What follows belongs to an exercise in optimizing a design on an open flow for small area and a short achievable clock period; a production flow would make more cautious choices.
The RTL was checked by simulation tests, not by an equivalence proof against the original design.

// alu_dpath
module alu_dpath (
  input  logic                 clk,
  input  logic                 rst_n,
  input  logic                 alu_req,
  input  logic                 alu_add,
  input  logic                 alu_sub,
  input  logic                 alu_xor,
  input  logic                 alu_sll,
  input  logic                 alu_srl,
  input  logic                 alu_sra,
  input  logic                 alu_or,
  input  logic                 alu_and,
  input  logic                 alu_slt,
  input  logic                 alu_sltu,
  input  logic                 alu_lui,
  input  logic                 alu_dot,
  input  logic [32-1:0] alu_op1,
  input  logic [32-1:0] alu_op2,
  input  logic [32-1:0] dot_a0,
  input  logic [32-1:0] dot_a1,
  input  logic [32-1:0] dot_a2,
  input  logic [32-1:0] dot_a3,
  input  logic [32-1:0] dot_a4,
  input  logic [32-1:0] dot_a5,
  input  logic [32-1:0] dot_a6,
  input  logic [32-1:0] dot_a7,
  input  logic                 bjp_req,
  input  logic [32-1:0] bjp_op1,
  input  logic [32-1:0] bjp_op2,
  input  logic                 bjp_add,
  input  logic                 bjp_cmp_eq,
  input  logic                 bjp_cmp_ne,
  input  logic                 bjp_cmp_lt,
  input  logic                 bjp_cmp_gt,
  input  logic                 bjp_cmp_ltu,
  input  logic                 bjp_cmp_gtu,
  input  logic                 agu_req,
  input  logic [32-1:0] agu_op1,
  input  logic [32-1:0] agu_op2,
  input  logic                 agu_swap,
  input  logic                 agu_add,
  input  logic                 agu_and,
  input  logic                 agu_or,
  input  logic                 agu_xor,
  input  logic                 agu_max,
  input  logic                 agu_min,
  input  logic                 agu_maxu,
  input  logic                 agu_minu,
  input  logic                 sbf_0_ena,
  input  logic [32-1:0] sbf_0_nxt,
  input  logic                 sbf_1_ena,
  input  logic [32-1:0] sbf_1_nxt,
  output logic [32-1:0] dpath_res,
  output logic                 cmp_res,
  output logic [32-1:0] sbf_0_r,
  output logic [32-1:0] sbf_1_r
);
For scale: roughly 7,100 cells after synthesis, about 64 flip-flops, ~640 I/O pins.
export LEC_CHECK = 0
export ABC_AREA = 1
export CAP_MARGIN = 25
export CORE_MARGIN = 2
export CORE_UTILIZATION = 50
export PLACE_DENSITY = 0.7
export SETUP_SLACK_MARGIN = 4
export SLEW_MARGIN = 25
export SYNTH_HIERARCHICAL = 1
export BUFFER_PORTS_ARGS = -buffer_cell sky130_fd_sc_hd__buf_1
create_clock -name core_clock -period 20.0 [get_ports {clk}]
standard.sh (not shown) runs the stock make flow with config.mk's settings and CLKGATE_MAP_FILE= SYNTH_SCRIPT=/design/flow/synth_recipe.tcl, a recipe that flattens the netlist after the stock synthesis.
==> flow/flow/run.sh <==
#!/bin/bash
set -e
cp standard.sh standard_sh_copy.log
cp config.mk config_mk_orig.log
echo 'export BUFFER_PORTS_ARGS = -buffer_cell sky130_fd_sc_hd__buf_1' >> config.mk
bash standard.sh > standard.log 2>&1
Change:
CORE_UTILIZATION = 45   (was 50)
PLACE_DENSITY = 0.65   (was 0.7)
After rerunning: Die area rose by roughly a tenth. Routed wire length came out higher slightly. Non-clock buffer count fell by 5. Maximum frequency stays flat. Utilization went down by 5.4 points. Design area grows slightly. Worst setup slack improved by 0.0078 ns. Count of clock-buffer cells in the layout stays the same. First-iteration DRC count went up slightly. Area after synthesis is unchanged.
Change:
==> flow/flow/run.sh (replaced) <==
#!/bin/bash
set -e
cp standard.sh standard_sh_copy.log
cp config.mk config_mk_orig.log
echo 'export BUFFER_PORTS_ARGS = -buffer_cell sky130_fd_sc_hd__buf_1' >> config.mk
echo 'export SKIP_GATE_CLONING = 1' >> config.mk
bash standard.sh > standard.log 2>&1
SKIP_GATE_CLONING = 1   (was default)
What happened:
- via count barely changes
- synthesized cell count does not change
- non-clock buffer count rises by 7
- global-route usage barely changes
- hold slack barely changes
- synthesized area does not change
Change:
CORE_UTILIZATION = 50   (was 45)
PLACE_DENSITY = 0.7   (was 0.65)
- cell area goes down by 0.60%
- via count goes down by 0.75%
- critical path depth goes up by 1
- worst setup slack is better by 0.24 ns
- area after synthesis does not change
- sequential cell count does not change
- cell count goes down by 1.8%
- routed wire length goes down by 2.1%
- clock-buffer cell count is unchanged
- register-to-register slack is about the same

==> what the ideal ports hide <==
Ports are ideal in the flow. The routed layouts listed here were re-timed in OpenROAD. Step 1 sets driving cells, clkbuf_16 on the clock port and buf_2 on the other inputs (assumed; they add their load-dependent delay and slew). Step 2, shift: input delay + t, output delay - t, t = (earliest + latest rising clock arrival at the registers) / 2. This alone moves slack from input paths to output paths. Three values: ideal ports, drivers, drivers and shift; two values: the first two.
run | shift t [ns] | slack for setup (ns) | clock arrival spread, ns | slew at the worst register clock pin (ns)
the first run | 0.351 | 4.002 / 3.978 / 3.978 | 0.010 / 0.009 | 0.06 / 0.06
the second run | 0.355 | 4.010 / 3.989 / 3.989 | 0.011 / 0.011 | 0.06 / 0.06
the third run | 0.355 | 3.828 / 3.808 / 3.808 | 0.011 / 0.010 | 0.06 / 0.06
the fourth run | 0.352 | 4.069 / 4.045 / 4.045 | 0.012 / 0.012 | 0.06 / 0.06
After both steps setup and hold are still met in every run listed.
